What follows belongs to an exercise in optimizing a design on an open flow for small area, a short achievable clock period and few clock cycles; a production flow would make more cautious choices.
Only simulation tests tie the RTL to the original design; equivalence was not proved.
Power is estimated from default activity; no workload was simulated.

<file path="flow/design.v">
package cpu_pkg;
    typedef logic [16-1:0] addr_t;
    typedef logic [8-1:0] data_t;
    typedef logic [7:0] instr_t;
    typedef logic [3:0] flags_t;     
    localparam int FLAG_Z = 0;
    localparam int FLAG_C = 1;
    localparam int FLAG_N = 2;
    localparam int FLAG_V = 3;
    typedef enum logic [3:0] {
        ALU_ADD,  ALU_ADC, ALU_SUB, ALU_SBC,
        ALU_AND,  ALU_OR,  ALU_XOR, ALU_PASS,
        ALU_INC,  ALU_DEC, ALU_SHL, ALU_SHR,
        ALU_ROL,  ALU_ROR, ALU_NOT, ALU_CMP
    } alu_op_e;
    typedef enum logic [1:0] {
        ST_FETCH, ST_DECODE, ST_EXEC, ST_WB
    } ctrl_state_e;
    typedef enum logic [1:0] {
        REG_ZA, REG_B, REG_PL, REG_PH
    } reg_sel_e;
    typedef struct packed {
        logic     we_a;
        logic     we_b;
        logic     we_pl;         
        logic     we_ph;
        reg_sel_e src_sel;
        logic     wr_from_mem;   
        logic     we_flags;
    } dp_ctrl_t;
    typedef struct packed {
        logic ip_inc;
        logic swap_p;
        logic addr_dp;           
    } ptr_ctrl_t;
    typedef struct packed {
        addr_t addr;
        data_t data;
    } trace_t;
endpackage
`timescale 1ns/100ps
module cpu_alu (
    input  cpu_pkg::alu_op_e op,
    input  cpu_pkg::data_t   x,
    input  cpu_pkg::data_t   y,
    input  logic    carry_in,
    output cpu_pkg::data_t   result,
    output cpu_pkg::flags_t  flags_out
);
    localparam int W = 8;
    logic [W:0] sum;         
    cpu_pkg::data_t      val;         
    logic       c, v;
    always_comb begin
        sum    = '0;
        val    = '0;
        c      = 1'b0;
        v      = 1'b0;
        result = '0;
        case (op)
            cpu_pkg::ALU_ADD, cpu_pkg::ALU_ADC: begin
                sum = {1'b0, x} + {1'b0, y} + {{W{1'b0}}, carry_in & (op == cpu_pkg::ALU_ADC)};
                c   = sum[W];
                v   = (x[W-1] == y[W-1]) && (sum[W-1] != x[W-1]);
                val = sum[W-1:0];
            end
            cpu_pkg::ALU_SUB, cpu_pkg::ALU_SBC, cpu_pkg::ALU_CMP: begin
                sum = {1'b0, x} - {1'b0, y} - {{W{1'b0}}, carry_in & (op == cpu_pkg::ALU_SBC)};
                c   = sum[W];              
                v   = (x[W-1] != y[W-1]) && (sum[W-1] != x[W-1]);
                val = sum[W-1:0];
            end
            cpu_pkg::ALU_INC: begin
                sum = {1'b0, x} + 1'b1;
                c   = sum[W];
                v   = ~x[W-1] & sum[W-1];
                val = sum[W-1:0];
            end
            cpu_pkg::ALU_DEC: begin
                sum = {1'b0, x} - 1'b1;
                c   = sum[W];
                v   = x[W-1] & ~sum[W-1];
                val = sum[W-1:0];
            end
            cpu_pkg::ALU_AND:  val = x & y;
            cpu_pkg::ALU_OR:   val = x | y;
            cpu_pkg::ALU_XOR:  val = x ^ y;
            cpu_pkg::ALU_PASS: val = y;                  
            cpu_pkg::ALU_NOT:  val = ~x;
            cpu_pkg::ALU_SHL:  begin val = {x[W-2:0], 1'b0};    c = x[W-1]; end
            cpu_pkg::ALU_SHR:  begin val = {1'b0, x[W-1:1]};    c = x[0];   end
            cpu_pkg::ALU_ROL:  begin val = {x[W-2:0], x[W-1]};  c = x[W-1]; end
            cpu_pkg::ALU_ROR:  begin val = {x[0], x[W-1:1]};    c = x[0];   end
            default: ;
        endcase
        result = (op == cpu_pkg::ALU_CMP) ? x : val;    
        flags_out         = '0;
        flags_out[cpu_pkg::FLAG_Z] = val == '0;
        flags_out[cpu_pkg::FLAG_C] = c;
        flags_out[cpu_pkg::FLAG_N] = val[W-1];
        flags_out[cpu_pkg::FLAG_V] = v;
    end
endmodule
`timescale 1ns/100ps
module cpu_memory (
    input  logic       clk,
    input  logic [6:0] ridx_e,      
    input  logic [6:0] ridx_o,      
    input  logic       rodd,        
    input  logic       we,
    input  logic [7:0] waddr,
    input  logic [7:0] wdata,
    output logic [7:0] rdata0,      
    output logic [7:0] rdata1       
);
    logic [7:0] ram_e [128];
    logic [7:0] ram_o [128];
    logic [7:0] de, dq;
    always_ff @(posedge clk) begin
        if (we && !waddr[0])
            ram_e[waddr[7:1]] <= wdata;
        if (we && waddr[0])
            ram_o[waddr[7:1]] <= wdata;
    end
    assign de     = ram_e[ridx_e];
    assign dq     = ram_o[ridx_o];
    assign rdata0 = rodd ? dq : de;
    assign rdata1 = rodd ? de : dq;
endmodule
`timescale 1ns/100ps
module cpu_top (
    input  logic   clk,
    input  logic   rst,
    input  logic   run,
    input  logic   prog_we,
    input  cpu_pkg::addr_t  prog_addr,
    input  cpu_pkg::data_t  prog_data,
    output logic   retire,
    output cpu_pkg::addr_t  retire_ip,
    output logic   store_valid,
    output cpu_pkg::trace_t store_trace
);
    logic        run_q;
    logic        ld_v;               
    logic [7:0]  ld_addr, ld_data;
    logic [15:0] ip_f;               
    logic [6:0]  ra_e, ra_o;         
    logic        ra_odd;
    logic        f_ld;               
    logic        e_valid;
    logic [7:0]  e_ir, e_imm;
    logic [15:0] e_ip;
    logic        e_st;
    logic [7:0]  a, b, pl, ph;
    logic [3:0]  flags;              
    logic [7:0] byte0, byte1;
    logic       mem_we;
    logic [7:0] mem_waddr, mem_wdata;
    logic [7:0] st_data;
    cpu_memory u_memory (
        .clk    (clk),
        .ridx_e (ra_e),
        .ridx_o (ra_o),
        .rodd   (ra_odd),
        .we     (mem_we),
        .waddr  (mem_waddr),
        .wdata  (mem_wdata),
        .rdata0 (byte0),
        .rdata1 (byte1)
    );
    assign st_data   = e_ir[0] ? b : a;
    assign mem_we    = ld_v | e_st;
    assign mem_waddr = ld_v ? ld_addr : pl;
    assign mem_wdata = ld_v ? ld_data : st_data;
    logic       e_alu, e_ldm, e_ldi, e_cmp;
    logic [1:0] e_rr;
    logic [7:0] sel_val, alu_x, alu_y, alu_res, imm_val, wr_data;
    logic [3:0] alu_flags;
    logic       e_wr;                
    logic [1:0] e_dst;
    logic       e_fwd;               
    logic [7:0] fwd_val;
    logic [7:0] pl_fwd, ph_fwd;
    logic [3:0] flags_fwd;
    assign e_alu = e_valid & ~e_ir[7];
    assign e_ldm = e_valid & (e_ir[7:4] == 4'b1000);
    assign e_ldi = e_valid & (e_ir[7:4] == 4'b1010);
    assign e_cmp = e_ir[6:3] == 4'hf;
    assign e_rr  = e_ir[1:0];
    always_comb begin
        case (e_rr)
            2'd1:    sel_val = b;
            2'd2:    sel_val = pl;
            2'd3:    sel_val = ph;
            default: sel_val = 8'h00;
        endcase
    end
    assign alu_x = e_ir[2] ? sel_val : a;
    assign alu_y = e_ir[2] ? a : sel_val;
    cpu_alu u_alu (
        .op        (cpu_pkg::alu_op_e'(e_ir[6:3])),
        .x         (alu_x),
        .y         (alu_y),
        .carry_in  (flags[cpu_pkg::FLAG_C]),
        .result    (alu_res),
        .flags_out (alu_flags)
    );
    assign e_dst   = e_alu ? (e_ir[2] ? e_rr : 2'd0) : e_rr;
    assign e_fwd   = (e_alu & ~e_cmp) | e_ldi;
    assign e_wr    = e_fwd | e_ldm;
    assign fwd_val = e_ldi ? e_imm : alu_res;
    assign wr_data = e_ldm ? byte0 : fwd_val;
    assign pl_fwd    = (e_fwd && e_dst == 2'd2) ? fwd_val : pl;
    assign ph_fwd    = (e_fwd && e_dst == 2'd3) ? fwd_val : ph;
    assign flags_fwd = e_alu ? alu_flags : flags;
    logic        hazard, go;
    logic        is_ld, is_ldi, is_st, take;
    logic [7:0]  ip1_lo;
    logic [15:0] ip_p1, ip_p2, ip_seq, ip_nx;
    logic [7:0]  ra_nx;
    logic [6:0]  ra_e_seq, ra_e_dp, ra_e_hold;
    assign ip_p1  = ip_f + 16'd1;
    assign ip_p2  = ip_f + 16'd2;
    assign ip1_lo = ip_p1[7:0];
    assign hazard = e_st & ((pl == ip_f[7:0]) | (pl == ip1_lo));
    assign go     = run_q & ~f_ld & ~hazard;
    assign is_ld  = byte0[7:4] == 4'b1000;
    assign is_ldi = byte0[7:4] == 4'b1010;
    assign is_st  = byte0[7:4] == 4'b1011;
    assign take   = byte0[7] & byte0[6] & (byte0[3] | (byte0[2] ^ flags_fwd[byte0[1:0]]));
    assign ip_seq = is_ldi ? ip_p2 : ip_p1;
    assign ip_nx  = take ? {ph_fwd, pl_fwd} : ip_seq;
    logic [7:0] seq_lo;
    logic [6:0] seq_e, p1_e, p2_e, dp_e;
    assign p1_e   = ip_p1[7:1] + {6'd0, ip_p1[0]};
    assign p2_e   = ip_p2[7:1] + {6'd0, ip_p2[0]};
    assign dp_e   = pl_fwd[7:1] + {6'd0, pl_fwd[0]};
    assign seq_lo = is_ldi ? ip_p2[7:0] : ip_p1[7:0];
    assign seq_e  = is_ldi ? p2_e : p1_e;
    assign ra_e_hold = ip_f[7:1] + {6'd0, ip_f[0]};
    always_ff @(posedge clk or negedge rst) begin
        if (!rst) begin
            run_q   <= 1'b0;
            ld_v    <= 1'b0;
            ld_addr <= '0;
            ld_data <= '0;
            ip_f    <= '0;
            ra_e    <= '0;
            ra_o    <= '0;
            ra_odd  <= 1'b0;
            f_ld    <= 1'b0;
            e_valid <= 1'b0;
            e_st    <= 1'b0;
            e_ir    <= '0;
            e_imm   <= '0;
            e_ip    <= '0;
            a       <= '0;
            b       <= '0;
            pl      <= '0;
            ph      <= '0;
            flags   <= '0;
        end else begin
            run_q   <= run;
            ld_v    <= prog_we & ~run;
            ld_addr <= prog_addr[7:0];
            ld_data <= prog_data;
            if (e_wr && e_dst == 2'd0) a <= wr_data;
            if (e_wr && e_dst == 2'd1) b <= wr_data;
            if (e_wr && e_dst == 2'd2) pl <= wr_data;
            if (e_wr && e_dst == 2'd3) ph <= wr_data;
            if (e_alu) flags <= alu_flags;
            e_valid <= go;
            e_st    <= go & is_st;
            f_ld    <= go & is_ld;
            if (go) begin
                e_ir  <= byte0;
                e_imm <= byte1;
                e_ip  <= ip_f;
                ip_f  <= ip_nx;
                if (take) begin
                    {ph, pl} <= ip_f;    
                    ra_o   <= pl_fwd[7:1];
                    ra_e   <= dp_e;
                    ra_odd <= pl_fwd[0];
                end else if (is_ld) begin
                    ra_o   <= pl_fwd[7:1];
                    ra_e   <= dp_e;
                    ra_odd <= pl_fwd[0];
                end else begin
                    ra_o   <= seq_lo[7:1];
                    ra_e   <= seq_e;
                    ra_odd <= seq_lo[0];
                end
            end else begin
                ra_o   <= ip_f[7:1];
                ra_e   <= ra_e_hold;
                ra_odd <= ip_f[0];
            end
        end
    end
    assign retire            = e_valid;
    assign retire_ip         = e_ip;
    assign store_valid       = e_st;
    assign store_trace.addr  = {ph, pl};
    assign store_trace.data  = st_data;
endmodule
</file>
<file path="flow/run.sh">
#!/bin/bash
# synth_recipe.tcl (not shown) runs the flow's synth.tcl, then flattens the netlist and writes it again
# the make line also repeats each setting of config.mk as NAME=value (left out here)
make -C /OpenROAD-flow-scripts/flow DESIGN_CONFIG=/design/flow/config.mk WORK_HOME=/design/flow/orfs CLKGATE_MAP_FILE= SYNTH_SCRIPT=/design/flow/synth_recipe.tcl finish
</file>
<file path="flow/config.mk">
export PLATFORM = sky130hd
export DESIGN_NAME = cpu_top
export DESIGN_NICKNAME = cpu_top
export VERILOG_FILES = /design/flow/design.v
export SDC_FILE = /design/flow/constraint.sdc
export NUM_CORES = 4
export LEC_CHECK = 0
export CAP_MARGIN = 20
export CORE_MARGIN = 2
export CORE_UTILIZATION = 40
export SLEW_MARGIN = 20
</file>
<file path="flow/constraint.sdc">
create_clock -name core_clock -period 12.0 [get_ports {clk}]
set_input_delay 2.4000 -clock core_clock [delete_from_list [all_inputs] [get_ports {clk}]]
set_output_delay 2.4000 -clock core_clock [all_outputs]
set_load 0.01 [all_outputs]
</file>
==> results_dict.tcl, run 1 <==
set metrics [dict create \
    status "no timing/DRC/antenna violations" \
    layout_min_cycle_time_ns 6.85 \
    die_h_um 483 \
    async_flop_share_pct 5.54 \
    yosysWarnings 3 \
    yosysTopAreaCellShare_pct 66.9 \
    synthSimpleGateAreaFrac_pct 5.87 \
    grt_use_total_pct 20.6 \
    die_w_um 483 \
    synth_seq_cells 2168 \
    drive_gt1_share_pct 18.0 \
    clk_latency_ns 0.89 \
    critPathLaunchType "flip-flop" \
    grt.overflow.total 0 \
    synth_common_cells "2048 x edfxtp_1, 408 x mux4_2, 396 x nor2_1" \
    dr.pass1.iters 6 \
    worst_pin_slew_ns 1.32 \
    vias_per_cell 5.90 \
    p_total_uw 26700 \
    wl_mm 244 \
    yosys-top-cells-area "edfxtp_1 67%, mux4_2 10%, dfrtp_1 3.3%, mux2i_1 2.7%, nor2_1 1.6%" \
    worst-path-max-fanout 39 \
    grt_pass1_wl_mm 353 \
    worstPathArrival_ns 7.62 \
    dp.cells 8026 \
    cts_root_buffer "clkbuf_16" \
    finalMaxSlewViolations 0 \
    place_congestion 0.944 \
    ys_seq_area_share_pct 70.2 \
    critPathLaunch "pl[0]" \
    maxCapViolations 0 \
    clock.fmax_ghz 0.146 \
    synthCells 5196 \
    synth_mux_area_share_pct 15.1 \
    syn_to_final_growth_pct 10.7 \
    hold_path_startpoint "e_ip[2]" \
    fillers 19400 \
    power_density_nw_per_um2 262 \
    rsz0062_at_grt "false" \
    slew_headroom_pct 11.7 \
    dieArea_um2 234000 \
    dp_slack_ns 5.08 \
    p_leak_uw 0.0322 \
    cts_buffers 209 \
    core_area_um2 228000 \
    endpoint_kind "flip-flop" \
    finalNetCount 5302 \
    grt_pass1_vias 48800 \
    synth_compound_area_share_pct 4.73 \
    ios 70 \
    portBuffers 61 \
    synth_xor_xnor_area_share_pct 0.467 \
    ctsResizeCount 0 \
    r2r_start "pl[0]" \
    hold_viol 0 \
    crit_type "reg -> reg" \
    antenna_found_initial 4 \
    dp_hpwl_mm 152 \
    vias 49700 \
    htree_levels 4 \
    synth_most_common_cell "edfxtp_1" \
    path_clk_slew_ns 0.06 \
    synth_cell_types 114 \
    cts_setup_buffers 0 \
    setup_tns_ns 0 \
    cts_hold_buf 0 \
    min_path_type "reg -> reg" \
    setup_viol 0 \
    clk_path_buf_depth 3 \
    cts.sinks 2168 \
    first_iter_violations 6203 \
    vdd_drop_max_v 0.000230 \
    crit_required_ns 12.77 \
    synth_edf_count 2048 \
    syn_area_per_cell_um2 17.7 \
    synth_adder_area_share_pct 0.616 \
    setup_ws_ns 5.15 \
    synth_top_area_cell "edfxtp_1" \
    synthFlopType "edfxtp_1" \
    grt_max_degree 146 \
    start_util_pct 40.3 \
    syn_area_um2 91900 \
    synth_top_family_by_area "multiplexers" \
    num_rows 175 \
    wl_per_cell_um 28.9 \
    syn_nets 5268 \
    fin_cells 8424 \
    ant_nets 0 \
    period_share_pct 57.1 \
    drc 0 \
    cts_tree "done" \
    finClkSkew_ns 0.0555 \
]
[stage by stage]
stage               hold slack (ns)  cell area [um2]  util [%]
floorplan                     0.444            91900         -
global placement              0.459            94600      41.5
detailed placement            0.464            94600      41.5
CTS                           0.478           102000      44.6
global route                  0.498           102000      44.6
finish                        0.472           102000      44.6
[placed cells by master, fill, tap and decap left out, drive strengths merged, types with 38 or more instances in the layout]
cell	count
o22ai	56
clkdlybuf4s50	60
buf	87
o21ai	98
mux2	88
nand2	352
a22oi	62
dfrtp	120
mux4	454
clkinv	99
nor2	399
nand3	103
a21oi	93
xnor2	38
inv	65
clkbuf	254
nor3	44
ha	42
edfxtp	2048
mux2i	250
[registers in the layout, indices dropped and copies added, names as in the netlist, 16 cells and up]
signal / cells
e_ip: 16
ip_f: 16
u_memory.ram_e: 1024
u_memory.ram_o: 1024
[layout make-up]
cell class	instances	area [um2]	area share, %
flip-flops and latches	2168	64500	63.4
repair buffers	147	1360	1.34
inverters	58	219	0.215
multi-input cells	2646	24900	24.4
well taps	3009	3760	3.70
clock inverters	140	1470	1.44
clock buffers	254	5500	5.41
diodes	2	5.00	0.00492
[path summary, 6_finish.rpt]
| check | depth (start not counted) | slack (ns) | to |
|---|---|---|---|
| worst max-delay path | 20 | 5.15 | ph[7] |
| worst min-delay path | 2 | 0.47 | e_ip[2] |
| worst max register to register | 20 | 5.15 | ph[7] |
| worst min register to register | 2 | 0.47 | e_ip[2] |
| max in group asynchronous | 2 | 8.89 | ra_e[2] |
| min in group asynchronous | 1 | 1.55 | a[4] |
[worst max-delay path: stages, from the launching register on]
cell,delay [ns]
dfrtp_1,0.65
and3b_1,0.36
a221oi_1,0.82
inv_1,0.37
ha_1,0.29
a21o_1,0.21
inv_1,0.10
fa_1,0.22
nand2b_1,0.09
a2111o_1,0.47
a21o_1,0.18
a32oi_1,0.25
nand3_1,0.11
o32a_1,0.38
or4_4,0.50
o21ai_0,0.25
a2111o_1,0.19
nand3_1,0.07
buf_4,0.28
nor2_4,0.50
mux2_2,0.40
[power breakdown]
| group | switching, uW | total (uW) | internal [uW] | leakage, uW |
|---|---|---|---|---|
| clock | 2900 | 6700 | 3800 | 0.00338 |
| sequential | 478 | 10100 | 9600 | 0.0200 |
| combinational | 6470 | 9910 | 3440 | 0.00884 |
| total | 9850 | 26700 | 16800 | 0.0322 |
[routing by layer]
| metal | wire length (um) | track usage (%) |
|---|---|---|
| met1 | 104000 | 29.5 |
| met3 | 17200 | 3.19 |
| met4 | 7150 | 6.41 |
| met2 | 115000 | 32.3 |
| met5 | 13 | 0 |
[cell families (layout without fill, tap and decap cells)]
family,after synthesis,after routing
AO/OA/AOI/OAI,608,608
XOR/XNOR,49,49
adder cells (fa/ha/maj),44,44
buffers and inverters,382,599
flip-flops,2168,2168
multiplexers,792,792
other,0,2
AND/OR/NAND/NOR,1153,1153
Testbench counts, summed over its fixed seeds: cycles 24,569.
==> inputs of run 2 (changes only) <==
--- a/flow/design.v
+++ b/flow/design.v
@@ -124,4 +124,10 @@
     end
-    assign de     = ram_e[ridx_e];
-    assign dq     = ram_o[ridx_o];
+    always_comb begin
+        de = 8'h00;
+        dq = 8'h00;
+        for (int i = 0; i < 128; i++) begin
+            de = de | (ram_e[i] & {8{ridx_e == 7'(i)}});
+            dq = dq | (ram_o[i] & {8{ridx_o == 7'(i)}});
+        end
+    end
     assign rdata0 = rodd ? dq : de;
@@ -183,3 +189,2 @@
     logic [7:0] pl_fwd, ph_fwd;
-    logic [3:0] flags_fwd;
     assign e_alu = e_valid & ~e_ir[7];
@@ -212,7 +217,6 @@
     assign wr_data = e_ldm ? byte0 : fwd_val;
-    assign pl_fwd    = (e_fwd && e_dst == 2'd2) ? fwd_val : pl;
-    assign ph_fwd    = (e_fwd && e_dst == 2'd3) ? fwd_val : ph;
-    assign flags_fwd = e_alu ? alu_flags : flags;
-    logic        hazard, go;
-    logic        is_ld, is_ldi, is_st, take;
+    assign pl_fwd    = (e_ldi && e_rr == 2'd2) ? e_imm : pl;
+    assign ph_fwd    = (e_ldi && e_rr == 2'd3) ? e_imm : ph;
+    logic        hazard, go, e_wdp;
+    logic        is_ld, is_ldi, is_st, is_jmp, take;
     logic [7:0]  ip1_lo;
@@ -225,3 +229,6 @@
     assign hazard = e_st & ((pl == ip_f[7:0]) | (pl == ip1_lo));
-    assign go     = run_q & ~f_ld & ~hazard;
+    assign is_jmp = byte0[7] & byte0[6];
+    assign e_wdp  = e_alu & ~e_cmp & e_ir[2] & e_ir[1];
+    assign go     = run_q & ~f_ld & ~hazard
+                  & ~(e_alu & is_jmp & ~byte0[3]) & ~(e_wdp & (is_jmp | is_ld));
     assign is_ld  = byte0[7:4] == 4'b1000;
@@ -229,3 +236,3 @@
     assign is_st  = byte0[7:4] == 4'b1011;
-    assign take   = byte0[7] & byte0[6] & (byte0[3] | (byte0[2] ^ flags_fwd[byte0[1:0]]));
+    assign take   = is_jmp & (byte0[3] | (byte0[2] ^ flags[byte0[1:0]]));
     assign ip_seq = is_ldi ? ip_p2 : ip_p1;
@@ -244,4 +251,2 @@
             ld_v    <= 1'b0;
-            ld_addr <= '0;
-            ld_data <= '0;
             ip_f    <= '0;
@@ -253,5 +258,2 @@
             e_st    <= 1'b0;
-            e_ir    <= '0;
-            e_imm   <= '0;
-            e_ip    <= '0;
             a       <= '0;
@@ -264,4 +266,2 @@
             ld_v    <= prog_we & ~run;
-            ld_addr <= prog_addr[7:0];
-            ld_data <= prog_data;
             if (e_wr && e_dst == 2'd0) a <= wr_data;
@@ -274,7 +274,5 @@
             f_ld    <= go & is_ld;
-            if (go) begin
-                e_ir  <= byte0;
-                e_imm <= byte1;
-                e_ip  <= ip_f;
+            if (go)
                 ip_f  <= ip_nx;
+            if (go) begin
                 if (take) begin
@@ -299,2 +297,11 @@
         end
+    end
+    always_ff @(posedge clk) begin
+        ld_addr <= prog_addr[7:0];
+        ld_data <= prog_data;
+        if (go) begin
+            e_ir  <= byte0;
+            e_imm <= byte1;
+            e_ip  <= ip_f;
+        end
     end
--- a/flow/config.mk
+++ b/flow/config.mk
@@ -7,2 +7,3 @@
 export LEC_CHECK = 0
+export ABC_AREA = 1
 export CAP_MARGIN = 20
@@ -10,2 +11,3 @@
 export CORE_UTILIZATION = 40
+export SETUP_SLACK_MARGIN = 5
 export SLEW_MARGIN = 20
==> results_dict.tcl, run 2 <==
set metrics [dict create \
    place_congestion 1.06 \
    yosysWarnings 3 \
    vias_per_cell 5.71 \
    syn_area_um2 89700 \
    cts_tree "done" \
    status "no timing/DRC/antenna violations" \
    synth_seq_cells 2168 \
    wl_per_cell_um 32.5 \
    synth_top_area_cell "edfxtp_1" \
    setup_tns_ns 0 \
    slew_headroom_pct 10.6 \
    power.internal_uw 14600 \
    use_met1_pct 43.8 \
    ant_nets 0 \
    final_util_pct 46.2 \
    yosysTopAreaCellShare_pct 69.7 \
    dp_slack_ns 5.60 \
    synth_most_common_cell "nand2_1" \
    wl_mm 387 \
    synth_common_cells "3884 x nand2_1, 2080 x edfxtp_1, 1242 x nor2_1" \
    rrSetupSlack_ns 5.21 \
    p_leak_uw 0.0400 \
    ctsResizeCount 0 \
    holdPathEnd "b[3]" \
    pwr-share-seq_pct 41.9 \
    syn_area_per_cell_um2 10.7 \
    cts_setup_buffers 0 \
    hold_depth 2 \
    finalMaxSlewViolations 0 \
    grt_pass1_vias 60800 \
    regToRegEndpoint "ph[5]" \
    grt_pass1_wl_mm 512 \
    cts.sinks 2168 \
    crit_type "reg -> reg" \
    grt_util_met2_pct 47.7 \
    hold_viol 0 \
    endpoint_kind "flip-flop" \
    p_comb_share_pct 28.8 \
    start_util_pct 40.3 \
    setup_viol 0 \
    pwr-share-clk_pct 29.3 \
    worstPathArrival_ns 7.62 \
    num_rows 173 \
    dp.cells 11500 \
    clk_path_buf_depth 3 \
    portBuffers 61 \
    yosys-top-cells-area "edfxtp_1 70%, nand2_1 16%, nor2_1 5.2%, dfrtp_1 2.0%, nand3_1 1.2%" \
    final_common_cell "nand2_1" \
    vdd_drop_max_v 0.000198 \
    swShare_pct 37.2 \
    fin_cells 11900 \
    first_iter_violations 13600 \
    critPathLaunchType "flip-flop" \
    async_flop_share_pct 3.32 \
    path_clk_slew_ns 0.06 \
    synthCells 8357 \
    min_path_type "reg -> reg" \
    htree_levels 4 \
    drc 0 \
    vias 68000 \
    syn_to_final_growth_pct 14.6 \
    clk_latency_ns 0.90 \
    setup_ws_ns 5.21 \
    antenna_found_initial 12 \
    worst_pin_slew_ns 1.34 \
    finalNetCount 8835 \
    worst-path-max-fanout 69 \
    drive_gt1_share_pct 8.10 \
    rsz0062_at_grt "false" \
    syn_nets 8430 \
    busiest_layer "met2" \
    dp_hpwl_mm 272 \
    layout_min_cycle_time_ns 6.79 \
    r2r_cells 24 \
    maxCapViolations 0 \
    grt_max_degree 173 \
    dieArea_um2 228000 \
    core_area_um2 223000 \
    crit_required_ns 12.83 \
    hold_path_startpoint "b[3]" \
    die_w_um 477 \
    finClkSkew_ns 0.0432 \
    die_h_um 477 \
    clock.fmax_ghz 0.147 \
    mostFrequentLayoutCells "3875 x nand2_1, 2080 x edfxtp_1, 1121 x nor2_1" \
    grt_use_total_pct 33.0 \
    ys_seq_area_share_pct 72.0 \
    power_density_nw_per_um2 226 \
    cts_root_buffer "clkbuf_16" \
    met3_usage_pct 11.9 \
    grt.overflow.total 0 \
    p_switching_uw 8610 \
    cts_hold_buf 0 \
    ios 70 \
    dr.pass1.iters 7 \
    cts_buffers 215 \
    r2r_start "ra_e[1]" \
    synth_edf_count 2080 \
    synthFlopType "edfxtp_1" \
    synth_cell_types 45 \
    period_share_pct 56.6 \
]
run 2: cell types whose count changed in the layout (fill, tap and decap cells not counted), sizes merged, moves of 38 or more:
cell   delta
a21oi    -57
a22oi    -62
buf     +158
dfrtp    -48
inv     +178
mux2     -87
mux2i   -250
mux4    -454
nand2  +3539
nand3   +117
nor2    +849
nor3     +38
o22ai    -51
run 2: power groups by stage:
stage | registers [uW] | logic [uW] | clock network [uW]
5_1_grt | 9710 | 6990 | 7050
3_5_place_dp | 9850 | 6380 | 0
2_1_floorplan | 9920 | 3560 | 0
3_3_place_gp | 9840 | 6290 | 0
4_1_cts | 9690 | 6410 | 6780
6_report | 9710 | 6660 | 6800
run 2: kinds of logic (layout without fill, tap and decap cells):
family,count (synthesis),count (layout),share of synthesized area (%)
AO/OA/AOI/OAI,200,200,1.23
other,0,4,0
adder cells (fa/ha/maj),45,45,0.662
multiplexers,1,1,0.0126
buffers and inverters,363,945,1.60
flip-flops,2168,2168,72.0
AND/OR/NAND/NOR,5533,5533,24.0
XOR/XNOR,47,47,0.459
run 2: routing by layer:
metal | routed length [um] | up-vias
li1 | - | 28700
met3 | 59600 | 894
met1 | 141000 | 33000
met5 | 67 | -
met4 | 24100 | 8
met2 | 162000 | 5401
run 2: worst max path at each step:
stage,from,endpoint
final,ra_e[1],ph[5]
after global routing,ra_e[3],ip_f[0]
after CTS,ra_e[1],ra_e[6]
after detailed placement,ra_e[1],ra_e[6]
after global placement,ra_e[1],ra_o[1]
after floorplan,e_ir[0],u_memory.ram_e[0][0]
run 2: final cells by class:
type,instances,area (um2)
fillers,20500,120000
flip-flops and latches,2168,64600
multi-input cells,5826,24100
clock buffers,269,5630
well taps,2975,3720
repair buffers,305,2490
clock inverters,125,1310
inverters,246,923
diodes,4,10.0
run 2: critical path: stages, from the launching register on:
cell and delay, ns:
dfrtp_1 0.57, nand2_1 0.28, inv_2 0.09, nand2_1 0.97, nor2_1 0.53, buf_4 0.33, nand2_1 0.06, nand2_1 0.09
nor2_1 0.25, nand2_1 0.09, nor2_1 0.11, nand2_1 0.13, nor2_1 0.53, nand3_1 0.17, nand2_2 0.23, a21oi_4 0.04
buf_4 0.26, nand2_1 0.12, nand2_1 0.12, nor2_8 0.10, buf_4 0.65, nand3_4 0.42, inv_2 0.30, nand2_1 0.10
nand2_1 0.08
run 2: per-stage QoR:
stage | hold slack [ns] | instance area (um2) | total power [uW]
after floorplan | 0.423 | 89700 | 13500
after global placement | 0.468 | 95500 | 16100
after detailed placement | 0.471 | 95700 | 16200
after CTS | 0.492 | 103000 | 22900
after global routing | 0.514 | 103000 | 23800
final | 0.488 | 103000 | 23200
Testbench counts of run 2, summed over its fixed seeds: cycles 24,630.
==> inputs of run 3 (changes only) <==
==> flow/flow/run.sh (new file) <==
#!/bin/bash
# The standard synthesis, then the standard layout with timing repair
# aiming for more setup slack than the constraint asks for.
set -euo pipefail
bash standard.sh synth > synth.log 2>&1
bash standard.sh SETUP_SLACK_MARGIN=8.5 finish > layout.log 2>&1
==> flow/standard.sh (new file) <==
#!/bin/bash
# synth_recipe.tcl (not shown) runs the flow's synth.tcl, then flattens the netlist and writes it again
# the make line also repeats each setting of config.mk as NAME=value (left out here)
make -C /OpenROAD-flow-scripts/flow DESIGN_CONFIG=/design/flow/config.mk WORK_HOME=/design/flow/orfs CLKGATE_MAP_FILE= SYNTH_SCRIPT=/design/flow/synth_recipe.tcl "${@:-finish}"
--- a/flow/config.mk
+++ b/flow/config.mk
@@ -10,4 +10,3 @@
 export CORE_MARGIN = 2
-export CORE_UTILIZATION = 40
-export SETUP_SLACK_MARGIN = 5
+export CORE_UTILIZATION = 55
 export SLEW_MARGIN = 20
removed: flow/run.sh
==> results_dict.tcl, run 3 <==
set metrics [dict create \
    worstPathArrival_ns 1.92 \
    portBuffers 61 \
    path_clk_slew_ns 0.06 \
    dp.cells 10700 \
    cts_buffers 217 \
    wl_per_cell_um 35.1 \
    layout_min_cycle_time_ns 4.32 \
    hold_viol 0 \
    cts_root_buffer "clkbuf_16" \
    seq_area_um2 64600 \
    finalNetCount 9378 \
    critPathLaunchType "flip-flop" \
    critPathTopFamily "flip-flops" \
    clock.fmax_ghz 0.232 \
    finClkSkew_ns 0.0655 \
    cts_tree "done" \
    syn_nets 8430 \
    drc 0 \
    slowest_stage "edfxtp_1" \
    crit_type "reg -> out" \
    dp_hpwl_mm 269 \
    synth_most_common_cell "nand2_1" \
    vias_per_cell 6.28 \
    place_congestion 1.06 \
    mostFrequentLayoutCells "3501 x nand2_1, 2080 x edfxtp_1, 585 x nor2_1" \
    final_common_cell "nand2_1" \
    endpoint_kind "output port" \
    ant_nets 0 \
    fillers 11600 \
    r2r_start "e_ir[0]" \
    grt.overflow.total 0 \
    yosys-top-cells-area "edfxtp_1 70%, nand2_1 16%, nor2_1 5.2%, dfrtp_1 2.0%, nand3_1 1.2%" \
    critPathLaunch "e_ir[0]" \
    grt_max_degree 180 \
    worst_pin_slew_ns 1.19 \
    cts_hold_buf 0 \
    setup_tns_ns 0 \
    htree_levels 4 \
    async_flop_share_pct 3.32 \
    vdd_drop_max_v 0.000352 \
    synth_edf_count 2080 \
    grt_pass1_wl_mm 539 \
    num_rows 148 \
    core_area_um2 162000 \
    die_w_um 408 \
    crit_required_ns 9.60 \
    status "no timing/DRC/antenna violations" \
    cts.sinks 2168 \
    power_density_nw_per_um2 249 \
    min_path_type "reg -> reg" \
    hold_path_startpoint "a[7]" \
    period_share_pct 36.0 \
    worst-path-max-fanout 5 \
    vias 73300 \
    antenna_found_initial 23 \
    slew_headroom_pct 21.0 \
    fin_area_um2 115000 \
    clk_path_buf_depth 3 \
    synth_cell_types 45 \
    syn_to_final_growth_pct 28.3 \
    setup_ws_ns 7.68 \
    start_util_pct 55.2 \
    rsz0062_at_grt "true" \
    final_util_pct 70.8 \
    synth_top_area_cell "edfxtp_1" \
    syn_area_per_cell_um2 10.7 \
    dieArea_um2 166000 \
    first_iter_violations 14100 \
    placed_cell_area_um2 94800 \
    slowest_delay_ns 0.50 \
    synthCells 8357 \
    ys_seq_area_share_pct 72.0 \
    grt_pass1_vias 65800 \
    finalMaxSlewViolations 0 \
    synth_common_cells "3884 x nand2_1, 2080 x edfxtp_1, 1242 x nor2_1" \
    synth_seq_cells 2168 \
    wl_mm 409 \
    maxCapViolations 0 \
    setup_viol 0 \
    drive_gt1_share_pct 25.8 \
    dp_slack_ns 5.87 \
    die_h_um 408 \
    syn_area_um2 89700 \
    p_leak_uw 0.0447 \
    yosysTopAreaCellShare_pct 69.7 \
    crit_chain "buf_6, buf_6, nand2_2, o21ai_4, buf_6" \
    multiInputGateArea_um2 30600 \
    ios 70 \
    yosysWarnings 3 \
    clk_latency_ns 0.89 \
    dr.pass1.iters 8 \
    grt_use_total_pct 48.2 \
    crit_buf_inv 3 \
    fin_cells 11700 \
    synthFlopType "edfxtp_1" \
    cp_common_cell "buf_6" \
]
[run 3: cell counts after synthesis]
No cell type changed its count.
[run 3: worst reg2reg max path: cells and delay by family, from the launching register on]
kind                       cells  cell delay, ns
buffers and inverters          7            0.93
AOI/OAI and AO/OA              5            0.81
and+or+nand+nor               14            1.41
adders and majority gates      2            0.48
DFF                            1            0.50
[run 3: cells by family after synthesis]
kind of cell	share of synthesized area [%]
compound gates	1.23
xor+xnor	0.459
fa+ha+maj	0.662
buf+inv	1.60
simple gates	24.0
flops	72.0
mux	0.0126
[run 3: report_power, final]
part / switching [uW] / internal (uW) / leakage (uW) / total, uW
Sequential: 252 / 9390 / 0.0200 / 9650
Combinational: 7880 / 4260 / 0.0213 / 12100
Clock: 3010 / 3800 / 0.00342 / 6820
[run 3: path summary, 6_finish.rpt]
| path | depth (start not counted) | end | slack [ns] |
|---|---|---|---|
| worst max-delay path | 5 | store_trace[1] | 7.68 |
| worst min-delay path | 2 | a[7] | 0.49 |
| worst max register to register | 28 | ph[5] | 7.79 |
| worst min register to register | 2 | a[7] | 0.49 |
| max in group asynchronous | 1 | ra_e[2] | 9.54 |
| min in group asynchronous | 1 | ra_o[4] | 1.71 |
[run 3: cell type report]
cell class / instances / area share [%]
clock inverter: 133 / 1.09
clock buffer: 269 / 4.97
sequential: 2168 / 56.2
timing repair buffer: 828 / 7.81
multi-input combinational: 5840 / 26.6
antenna: 7 / 0.0152
tap: 2175 / 2.37
inverter: 246 / 0.889
timing repair inverter: 4 / 0.0468
[run 3: timing repair]
item | 4_1_cts | 5_1_grt
buffers inserted | 404 | 88
pin swaps | 266 | 249
gates cloned | 46 | 2
gates resized for setup | 1813 | 434
endpoints found under the setup margin | 2702 | 1107
[run 3: metrics by stage]
stage / hold WS (ns) / power, uW
final: 0.488 / 28600
after global routing: 0.512 / 29100
after CTS: 0.486 / 26800
after detailed placement: 0.467 / 16200
after global placement: 0.465 / 16200
after floorplan: 0.423 / 13300
[run 3: routing by layer]
layer	share of wire [%]	global-route usage, %	vias up
met1	34	62.4	35200
met3	19	25.8	1358
li1	-	-	29900
met5	0.085	0.805	-
met2	40	64.9	6818
met4	7.0	25.4	18

-- static timing again, ports no longer ideal --
The results above use ideal ports. As a check the final layouts listed here were re-extracted and re-timed, cells and wires unchanged.
Step 1 (the two cells are an assumption about what drives the block):
set clk [get_ports {clk}]
set_driving_cell -lib_cell sky130_fd_sc_hd__clkbuf_16 $clk
set_driving_cell -lib_cell sky130_fd_sc_hd__buf_2 [delete_from_list [all_inputs] $clk]
Step 2 also shifts input and output timing later by t, the mid clock arrival at the registers, as if the neighbouring blocks saw the same clock.
Slacks: ideal ports / drivers / drivers and shift; pairs: ideal ports / drivers.
run	t, ns	setup slack, ns	clock arrival spread, ns	slew at the worst register clock pin (ns)	pins driven straight from the clock port
run 1	0.948	5.152 / 5.152 / 5.152	0.056 / 0.056	0.07 / 0.07	1
run 2	0.974	5.210 / 5.210 / 5.210	0.052 / 0.053	0.07 / 0.07	1
run 3	0.942	7.682 / 7.600 / 7.793	0.066 / 0.066	0.07 / 0.07	1
After both steps every run listed still meets setup and hold.
